This is an optimization exercise on Yosys and OpenROAD, whose aim is small area and a short achievable clock period, not a production implementation.
The RTL was checked by simulation tests, not by an equivalence proof against the original design.
Power is estimated from default activity; no workload was simulated.

==> design/flow/config.mk <==
export PLATFORM = sky130hd
export DESIGN_NAME = exec_stage
export DESIGN_NICKNAME = exec_stage
export VERILOG_FILES = /design/flow/design.v
export SDC_FILE = /design/flow/constraint.sdc
export NUM_CORES = 4
export LEC_CHECK = 0
export CAP_MARGIN = 20
export CORE_MARGIN = 2
export CORE_UTILIZATION = 40
export SLEW_MARGIN = 20
==> design/flow/constraint.sdc <==
create_clock -name core_clock -period 14.0 [get_ports {clock}]
set_input_delay 2.8000 -clock core_clock [delete_from_list [all_inputs] [get_ports {clock}]]
set_output_delay 2.8000 -clock core_clock [all_outputs]
set_load 0.01 [all_outputs]
==> design/flow/design.v <==
`default_nettype none
package a64_isa_pkg;
	localparam int RD_LSB = 0;
	localparam int RN_LSB = 5;
	localparam int IMM16_LSB = 5;
	localparam int IMM12_LSB = 10;
	localparam int IMM6_LSB = 10;
	localparam int RM_LSB = 16;
	localparam int N_BIT = 21;   
	localparam int HW_LSB = 21;   
	localparam int ADDSUB_EXT_BIT = 21;   
	localparam int SH_BIT = 22;
	localparam int SHIFT_LSB = 22;
	localparam int OPC_LSB = 29;   
	localparam int SF_BIT = 31;
	localparam int GRP_MSB = 28;
	localparam logic [5:0] ADDSUB_IMM_MATCH = 6'b100010;   
	localparam logic [4:0] ADDSUB_SHREG_MATCH = 5'b01011;   
	localparam logic [4:0] LOGIC_SHREG_MATCH = 5'b01010;   
	localparam logic [5:0] MOVE_WIDE_MATCH = 6'b100101;   
	typedef enum logic [1:0] {
		SHIFT_LSL = 2'b00,
		SHIFT_LSR = 2'b01,
		SHIFT_ASR = 2'b10,
		SHIFT_ROR = 2'b11   
	} shift_e;
	typedef enum logic [1:0] {
		LOP_AND = 2'b00,
		LOP_ORR = 2'b01,
		LOP_EOR = 2'b10,
		LOP_ANDS = 2'b11
	} logic_op_e;
	typedef enum logic [1:0] {
		CLASS_NONE = 2'b00,
		CLASS_ARITH = 2'b01,
		CLASS_LOGIC = 2'b10,
		CLASS_MOVE = 2'b11
	} op_class_e;
endpackage
`default_nettype wire
`default_nettype none
package exec_pkg;
	typedef logic [63:0] xword_t;
	typedef logic [4:0] reg_addr_t;
	typedef logic [31:0] inst_t;
	typedef logic [5:0] shamt_t;
	typedef struct packed {
		logic n;
		logic z;
		logic c;
		logic v;
	} flags_t;
	typedef struct packed {
		logic [1:0] op_class;
		logic wide;   
		logic set_flags;
		reg_addr_t rd;
		logic use_imm;   
		logic [12:0] imm12;   
		logic [1:0] shift;
		shamt_t shamt;
		logic subtract;
		logic invert;   
		logic [1:0] logic_op;
		logic move_not;   
		logic [15:0] imm16;
		logic [1:0] hw;
	} decoded_op_t;
endpackage
`default_nettype wire
`default_nettype none
module inst_decode (
	input exec_pkg::inst_t inst,
	output exec_pkg::decoded_op_t dec
);
	logic sf;
	logic [1:0] opc;
	logic [1:0] hw;
	a64_isa_pkg::shift_e shift_f;
	exec_pkg::shamt_t shamt;
	logic bad_shamt;
	logic is_addsub_imm;
	logic is_addsub_reg;
	logic is_logic_reg;
	logic is_move;
	assign sf = inst[a64_isa_pkg::SF_BIT];
	assign opc = inst[a64_isa_pkg::OPC_LSB +: 2];
	assign hw = inst[a64_isa_pkg::HW_LSB +: 2];
	assign shift_f = a64_isa_pkg::shift_e'(inst[a64_isa_pkg::SHIFT_LSB +: 2]);
	assign shamt = inst[a64_isa_pkg::IMM6_LSB +: 6];
	assign bad_shamt = !sf && shamt[5];   
	assign is_addsub_imm = (inst[a64_isa_pkg::GRP_MSB -: 6] == a64_isa_pkg::ADDSUB_IMM_MATCH);
	assign is_addsub_reg = (inst[a64_isa_pkg::GRP_MSB -: 5] == a64_isa_pkg::ADDSUB_SHREG_MATCH) &&
		!inst[a64_isa_pkg::ADDSUB_EXT_BIT];
	assign is_logic_reg = (inst[a64_isa_pkg::GRP_MSB -: 5] == a64_isa_pkg::LOGIC_SHREG_MATCH);
	assign is_move = (inst[a64_isa_pkg::GRP_MSB -: 6] == a64_isa_pkg::MOVE_WIDE_MATCH);
	always_comb begin
		dec.wide = sf;
		dec.rd = inst[a64_isa_pkg::RD_LSB +: 5];
		dec.imm12 = {inst[a64_isa_pkg::SH_BIT], inst[a64_isa_pkg::IMM12_LSB +: 12]};
		dec.shift = shift_f;
		dec.shamt = shamt;
		dec.subtract = opc[1];
		dec.invert = inst[a64_isa_pkg::N_BIT];
		dec.logic_op = a64_isa_pkg::logic_op_e'(opc);
		dec.move_not = (opc == 2'b00);
		dec.imm16 = inst[a64_isa_pkg::IMM16_LSB +: 16];
		dec.hw = hw;
		dec.use_imm = 1'b0;
		dec.set_flags = 1'b0;
		dec.op_class = a64_isa_pkg::CLASS_NONE;
		if (is_addsub_imm) begin
			dec.op_class = a64_isa_pkg::CLASS_ARITH;
			dec.use_imm = 1'b1;
			dec.set_flags = opc[0];   
		end else if (is_addsub_reg) begin
			if (shift_f != a64_isa_pkg::SHIFT_ROR && !bad_shamt) begin   
				dec.op_class = a64_isa_pkg::CLASS_ARITH;
				dec.set_flags = opc[0];
			end
		end else if (is_logic_reg) begin
			if (!bad_shamt) begin
				dec.op_class = a64_isa_pkg::CLASS_LOGIC;
				dec.set_flags = (opc == 2'b11);   
			end
		end else if (is_move) begin
			if (!opc[0] && (sf || !hw[1])) begin
				dec.op_class = a64_isa_pkg::CLASS_MOVE;
			end
		end
	end
endmodule
`default_nettype wire
`default_nettype none
module arith_unit (
	input exec_pkg::decoded_op_t dec,
	input exec_pkg::xword_t rn_val,
	input exec_pkg::xword_t rm_val,
	output logic res_valid,   
	output exec_pkg::xword_t res_result,   
	output logic res_carry,
	output logic res_overflow
);
	exec_pkg::xword_t imm_op;
	exec_pkg::xword_t reg_op;
	exec_pkg::xword_t operand_b;
	exec_pkg::xword_t b_eff;   
	logic [64:0] sum65;
	logic [32:0] sum33;
	logic a_sign;
	logic b_sign;
	logic r_sign;
	assign imm_op = dec.imm12[12] ? {40'b0, dec.imm12[11:0], 12'b0} :
		{52'b0, dec.imm12[11:0]};
	always_comb begin
		if (dec.wide) begin
			case (dec.shift)
				a64_isa_pkg::SHIFT_LSR: reg_op = rm_val >> dec.shamt;
				a64_isa_pkg::SHIFT_ASR: reg_op = $signed(rm_val) >>> dec.shamt;
				default: reg_op = rm_val << dec.shamt;   
			endcase
		end else begin
			case (dec.shift)
				a64_isa_pkg::SHIFT_LSR: reg_op = {32'b0, rm_val[31:0] >> dec.shamt[4:0]};
				a64_isa_pkg::SHIFT_ASR: reg_op = {32'b0, $signed(rm_val[31:0]) >>> dec.shamt[4:0]};
				default: reg_op = {32'b0, rm_val[31:0] << dec.shamt[4:0]};
			endcase
		end
	end
	assign operand_b = dec.use_imm ? imm_op : reg_op;
	assign b_eff = dec.subtract ? ~operand_b : operand_b;
	assign sum65 = {1'b0, rn_val} + {1'b0, b_eff} + 65'(dec.subtract);
	assign sum33 = {1'b0, rn_val[31:0]} + {1'b0, b_eff[31:0]} + 33'(dec.subtract);
	assign a_sign = dec.wide ? rn_val[63] : rn_val[31];
	assign b_sign = dec.wide ? b_eff[63] : b_eff[31];
	assign r_sign = dec.wide ? sum65[63] : sum33[31];
	assign res_valid = (dec.op_class == a64_isa_pkg::CLASS_ARITH);
	assign res_result = dec.wide ? sum65[63:0] : {32'b0, sum33[31:0]};
	assign res_carry = dec.wide ? sum65[64] : sum33[32];
	assign res_overflow = (a_sign == b_sign) && (r_sign != a_sign);   
endmodule
`default_nettype wire
`default_nettype none
module logic_unit (
	input exec_pkg::decoded_op_t dec,
	input exec_pkg::xword_t rn_val,
	input exec_pkg::xword_t rm_val,
	output logic res_valid,   
	output exec_pkg::xword_t res_result,   
	output logic res_carry,
	output logic res_overflow
);
	exec_pkg::xword_t shifted;
	exec_pkg::xword_t operand_b;
	exec_pkg::xword_t logic_res;
	exec_pkg::xword_t move_raw;
	exec_pkg::xword_t move_res;
	exec_pkg::xword_t full_res;
	always_comb begin
		if (dec.wide) begin
			case (dec.shift)
				a64_isa_pkg::SHIFT_LSL: shifted = rm_val << dec.shamt;
				a64_isa_pkg::SHIFT_LSR: shifted = rm_val >> dec.shamt;
				a64_isa_pkg::SHIFT_ASR: shifted = $signed(rm_val) >>> dec.shamt;
				default: shifted = 64'({rm_val, rm_val} >> dec.shamt);   
			endcase
		end else begin
			case (dec.shift)
				a64_isa_pkg::SHIFT_LSL: shifted = {32'b0, rm_val[31:0] << dec.shamt[4:0]};
				a64_isa_pkg::SHIFT_LSR: shifted = {32'b0, rm_val[31:0] >> dec.shamt[4:0]};
				a64_isa_pkg::SHIFT_ASR: shifted = {32'b0, $signed(rm_val[31:0]) >>> dec.shamt[4:0]};
				default: shifted = {32'b0, 32'({rm_val[31:0], rm_val[31:0]} >> dec.shamt[4:0])};
			endcase
		end
	end
	assign operand_b = dec.invert ? ~shifted : shifted;   
	always_comb begin
		case (dec.logic_op)
			a64_isa_pkg::LOP_ORR: logic_res = rn_val | operand_b;
			a64_isa_pkg::LOP_EOR: logic_res = rn_val ^ operand_b;
			default: logic_res = rn_val & operand_b;   
		endcase
	end
	assign move_raw = {48'b0, dec.imm16} << {dec.hw, 4'b0000};   
	assign move_res = dec.move_not ? ~move_raw : move_raw;
	assign full_res = (dec.op_class == a64_isa_pkg::CLASS_MOVE) ? move_res : logic_res;
	assign res_result = dec.wide ? full_res : {32'b0, full_res[31:0]};
	assign res_valid = (dec.op_class == a64_isa_pkg::CLASS_LOGIC) || (dec.op_class == a64_isa_pkg::CLASS_MOVE);
	assign res_carry = 1'b0;
	assign res_overflow = 1'b0;
endmodule
`default_nettype wire
`default_nettype none
module result_merge (
	input logic clock,
	input logic rst,
	input exec_pkg::decoded_op_t dec,
	input logic arith_valid,
	input exec_pkg::xword_t arith_result,
	input logic arith_carry,
	input logic arith_overflow,
	input logic logic_valid,
	input exec_pkg::xword_t logic_result,
	input logic logic_carry,
	input logic logic_overflow,
	output exec_pkg::xword_t res,
	output logic wr_en,
	output exec_pkg::reg_addr_t wr_addr,
	output logic wide,
	output exec_pkg::flags_t flags
);
	exec_pkg::xword_t sel_res;
	logic sel_valid;
	logic sel_carry;
	logic sel_overflow;
	logic res_n;
	logic res_z;
	exec_pkg::flags_t flag_q;
	assign sel_res = arith_valid ? arith_result : logic_result;
	assign sel_carry = arith_valid ? arith_carry : logic_carry;
	assign sel_overflow = arith_valid ? arith_overflow : logic_overflow;
	assign sel_valid = arith_valid | logic_valid;
	assign res_n = dec.wide ? sel_res[63] : sel_res[31];
	assign res_z = dec.wide ? (sel_res == '0) : (sel_res[31:0] == '0);
	assign res = sel_res;
	assign wr_en = sel_valid;
	assign wr_addr = dec.rd;
	assign wide = dec.wide;
	always_ff @(posedge clock) begin
		if (rst) begin
			flag_q <= '0;
		end else if (sel_valid && dec.set_flags) begin   
			flag_q.n <= res_n;
			flag_q.z <= res_z;
			flag_q.c <= sel_carry;
			flag_q.v <= sel_overflow;
		end
	end
	assign flags = flag_q;
endmodule
`default_nettype wire
`default_nettype none
module exec_stage (
	input logic clock,
	input logic rst,
	input exec_pkg::inst_t inst,
	input exec_pkg::xword_t rn_val,
	input exec_pkg::xword_t rm_val,
	output exec_pkg::xword_t res,
	output logic wr_en,
	output exec_pkg::reg_addr_t wr_addr,
	output logic wide,
	output logic flag_n,
	output logic flag_z,
	output logic flag_c,
	output logic flag_v
);
	exec_pkg::decoded_op_t dec;
	exec_pkg::flags_t flags;
	logic arith_valid;
	exec_pkg::xword_t arith_result;
	logic arith_carry;
	logic arith_overflow;
	logic logic_valid;
	exec_pkg::xword_t logic_result;
	logic logic_carry;
	logic logic_overflow;
	inst_decode decode_i (
		.inst(inst),
		.dec(dec)
	);
	arith_unit arith_i (
		.dec(dec),
		.rn_val(rn_val),
		.rm_val(rm_val),
		.res_valid(arith_valid),
		.res_result(arith_result),
		.res_carry(arith_carry),
		.res_overflow(arith_overflow)
	);
	logic_unit logic_i (
		.dec(dec),
		.rn_val(rn_val),
		.rm_val(rm_val),
		.res_valid(logic_valid),
		.res_result(logic_result),
		.res_carry(logic_carry),
		.res_overflow(logic_overflow)
	);
	result_merge merge_i (
		.clock(clock),
		.rst(rst),
		.dec(dec),
		.arith_valid(arith_valid),
		.arith_result(arith_result),
		.arith_carry(arith_carry),
		.arith_overflow(arith_overflow),
		.logic_valid(logic_valid),
		.logic_result(logic_result),
		.logic_carry(logic_carry),
		.logic_overflow(logic_overflow),
		.res(res),
		.wr_en(wr_en),
		.wr_addr(wr_addr),
		.wide(wide),
		.flags(flags)
	);
	assign flag_n = flags.n;
	assign flag_z = flags.z;
	assign flag_c = flags.c;
	assign flag_v = flags.v;
endmodule
`default_nettype wire
==> design/flow/run.sh <==
#!/bin/bash
# synth_recipe.tcl (not shown) runs the flow's synth.tcl, then flattens the netlist and writes it again
# the make line also repeats each setting of config.mk as NAME=value (left out here)
make -C /OpenROAD-flow-scripts/flow DESIGN_CONFIG=/design/flow/config.mk WORK_HOME=/design/flow/orfs CLKGATE_MAP_FILE= SYNTH_SCRIPT=/design/flow/synth_recipe.tcl finish
==> run notes <==
==> stage by stage <==
step | power (mW) | hold WS, ns | cells | setup WS, ns | area, um^2
after floorplan | 1.14 | 0.483 | 4076 | 2.10 | 26500
after global routing | 2.12 | 0.518 | 5001 | 0.162 | 30100
after global placement | 1.90 | 0.452 | 4997 | 0.697 | 30000
final | 2.03 | 0.471 | 5006 | 0.525 | 30100
after CTS | 1.95 | 0.474 | 5000 | 0.777 | 30100
after detailed placement | 1.89 | 0.462 | 4997 | 0.839 | 30000
==> worst reg2reg max path, delay by kind of cell (launching register included) <==
family / cells / cell delay [ns]
flip-flops: 1 / 0.30
AO/OA/AOI/OAI: 2 / 0.33
AND/OR/NAND/NOR: 1 / 0.05
==> layout by cell type, fill, tap and decap left out, drive strengths merged, types with 196 or more instances in the layout <==
master / count
ha: 214
buf: 204
a21oi: 332
nand2: 431
o21ai: 326
inv: 219
nor2: 471
mux2i: 199
xnor2: 196
clkdlybuf4s50: 218
==> kinds of logic (layout without fill, tap and decap cells) <==
logic type      after synthesis  after routing
fa+ha+maj                   215            215
flops                         4              4
mux                         365            365
xor+xnor                    237            237
other cells                   0              5
buf+inv                     587            648
simple gates               1336           1336
compound gates             1332           1332
==> per-layer routing <==
layer	global-route usage	share of wire
met5	0	0.00023
met4	0.351	0.097
met3	0.0767	0.10
met2	0.699	0.42
met1	0.589	0.38
==> power groups by stage <==
stage          registers (mW)  clock network (mW)  logic [mW]
3_3_place_gp           0.0118                   0        1.89
5_1_grt                0.0116              0.0463        2.06
2_1_floorplan          0.0118                   0        1.13
3_5_place_dp           0.0118                   0        1.88
4_1_cts                0.0116              0.0459        1.89
6_report               0.0116              0.0454        1.98
==> worst paths after layout <==
path                           from           endpoint  cells past startpoint
setup / recovery           inst[11]            res[62]                     28
hold / removal    merge_i.flag_q[1]  merge_i.flag_q[1]                      2
setup reg to reg  merge_i.flag_q[0]  merge_i.flag_q[0]                      3
hold reg to reg   merge_i.flag_q[1]  merge_i.flag_q[1]                      2
==> synth_stat cells (all sizes together), types with 8 or more instances <==
| cell type | number | area share |
|---|---|---|
| or4 | 15 | 0.0042 |
| o32ai | 8 | 0.0026 |
| nor2b | 8 | 0.0019 |
| nor3 | 66 | 0.012 |
| o22ai | 48 | 0.011 |
| a31o | 13 | 0.0043 |
| or3 | 31 | 0.0073 |
| and3 | 24 | 0.0057 |
| nand2 | 431 | 0.061 |
| a311oi | 19 | 0.0063 |
| o311ai | 9 | 0.0030 |
| nand3 | 69 | 0.013 |
| and2 | 31 | 0.0073 |
| mux2 | 87 | 0.037 |
| o21ai | 326 | 0.061 |
| o21a | 29 | 0.0082 |
| nor2 | 471 | 0.067 |
| mux4 | 79 | 0.067 |
| a22oi | 18 | 0.0051 |
| a21o | 85 | 0.024 |
| o221ai | 20 | 0.0066 |
| nand3b | 8 | 0.0023 |
| a21oi | 332 | 0.063 |
| xnor2 | 196 | 0.065 |
| nor3b | 9 | 0.0025 |
| clkbuf | 265 | 0.037 |
| o211ai | 56 | 0.016 |
| mux2i | 199 | 0.075 |
| a221oi | 81 | 0.027 |
| o31ai | 21 | 0.0061 |
| a211oi | 98 | 0.028 |
| inv | 221 | 0.031 |
| buf | 99 | 0.016 |
| nand4 | 52 | 0.012 |
| a31oi | 50 | 0.012 |
| a211o | 8 | 0.0026 |
| ha | 214 | 0.10 |
| o21bai | 25 | 0.0071 |
| xor2 | 41 | 0.014 |
| a221o | 12 | 0.0045 |
| or2 | 32 | 0.0075 |
| nor4 | 23 | 0.0057 |
| a2bb2oi | 11 | 0.0036 |
| nand2b | 40 | 0.0094 |
==> area by class of cell <==
class / instances / share of cell area
Sequential cell: 4 / 0.00266
Tap cell: 864 / 0.0359
Antenna cell: 5 / 0.000415
Multi-Input combinational cell: 3485 / 0.805
Clock buffer: 3 / 0.00249
Timing Repair Buffer: 422 / 0.126
Inverter: 223 / 0.0280
==> flow_metrics.env <==
export IMPL_status="finished clean"
export IMPL_relSlewSlack=0.201
export IMPL_biggestRegsByFlops="merge_i.flag_q: 4 flops"
export IMPL_final_nets=4516
export IMPL_synthMuxAreaShare=0.179
export IMPL_path_delay_family="compound AO/OA/AOI/OAI gates"
export IMPL_reg2reg_setup_slack_ns=13.20
export IMPL_synth_cells=4076
export IMPL_cpMaxStageDelayCell="o31ai_1"
export IMPL_seqCellArea_um2=80.1
export IMPL_max_stage_delay_ns=0.74
export IMPL_synthXorXnorAreaFrac=0.0782
export IMPL_synth_area_um2=26500
export IMPL_max_vdd_ir_drop_mv=0.0443
export IMPL_grt_pass1_wl_um=230000
export IMPL_synth_top_family_by_area="compound AO/OA/AOI/OAI gates"
export IMPL_synthArstFlopShare=0
export IMPL_synth_flop_cell="dfxtp_1"
export IMPL_internal_power_uw=749
export IMPL_antenna_found_initial=7
export IMPL_cp_arrival_ns=10.67
export IMPL_rsz0062_at_grt="no"
export IMPL_overflow=0
export IMPL_drc=0
export IMPL_maxCapViolCount=0
export IMPL_area_growth_pct=13.5
export IMPL_seq_power_share=0.006
export IMPL_p_leak_nw=12.3
export IMPL_cts_buffers=3
export IMPL_synth_compound_area_frac=0.324
export IMPL_utilization=0.458
export IMPL_ant_nets=0
export IMPL_coreArea_um2=65700
export IMPL_synthSimpleGateAreaFrac=0.228
export IMPL_largest_reg_flops=4
export IMPL_critPathMaxFanout=68
export IMPL_cp_start_kind="input port"
export IMPL_finalCritPeriodShare=0.962
export IMPL_viasPerCell=6.81
export IMPL_wl_per_cell_um=32.9
export IMPL_post_cts_buffers=0
export IMPL_synth_seq_cells=4
export IMPL_clock_root_buffer="clkbuf_16"
export IMPL_cts_hold_buffers=0
export IMPL_drive_gt1_frac=0.108
export IMPL_power_frac_comb=0.972
export IMPL_grt_usage=0.463
export IMPL_die_w_um=262
export IMPL_synth_warnings=4
export IMPL_timing_fmax_ghz=0.0742
export IMPL_htreeDepth=1
export IMPL_grt_pass1_vias=31200
export IMPL_synth_edff_count=0
export IMPL_grt_max_degree=105
export IMPL_tns_ns=0
export IMPL_setup_viol_count_final=0
export IMPL_io_pins=237
export IMPL_routabilityCongestion=1.14
export IMPL_dp_hpwl_um=131000
export IMPL_cts_sinks=4
export IMPL_multi_input_area_um2=24200
export IMPL_crit_buf_inv=3
export IMPL_wl_um=165000
export IMPL_regMostFlops="merge_i.flag_q"
export IMPL_clock_tree_buffer_depth=2
export IMPL_hold_viol_final=0
export IMPL_clkLatencyLatePin_ns=0.23
export IMPL_die_h_um=262
export IMPL_skew_ns=0
export IMPL_p_per_area_nw_per_um2=67.5
export IMPL_synth_adder_area_share=0.102
export IMPL_io_buffer_count=226
export IMPL_cts_resized=0
export IMPL_hp_class="register to register"
export IMPL_swShare=0.631
export IMPL_p_clk_frac=0.022
export IMPL_drt_first_iter_violations=4957
export IMPL_start_util=0.404
export IMPL_rows=94
export IMPL_synth_cell_type_count=89
export IMPL_synth_nets=4453
export IMPL_cp_end_kind="output port"
export IMPL_fin_crit_ns=13.47
export IMPL_clk_pin_slew_ns=0.03
export IMPL_dr_pass1_iters=9
export IMPL_dieArea_um2=68400
export IMPL_maxSlewViolCount=0
export IMPL_nFillCells=7054
export IMPL_cts_tree="built"
export IMPL_worst_pin_slew_ns=1.19
export IMPL_p_switching_mw=1.28
export IMPL_synth_area_per_cell_um2=6.51
export IMPL_synth_seq_area_share=0.00302
export IMPL_vias=34100
export IMPL_crit_required_ns=11.20
export IMPL_crit_type="input port to output port"

port drivers added, routing unchanged:
In the flow no input, the clock included, has a driving cell. The finished layout below was timed again as built, in two steps.
Step 1, drivers: a clkbuf_16 drives clock and a buf_2 each remaining input, both assumed.
Step 2 adds t to the input delays and takes it off the output delays; t is the mean of the earliest and latest rising clock arrival at the registers after step 1. Input paths then give back, and output paths get back, about the clock's delay inside the block.
Slacks: ideal / step 1 / step 2; pairs: ideal / step 1.
t (ns): 0.251
setup slack, ns: 0.525 / 0.488 / 0.488
hold WS [ns]: 0.471 / 0.471 / 0.471
After both steps setup and hold are still met in this run. For this run, drivers alone change the setup slack by -0.037 ns; drivers and shift together by -0.037 ns.
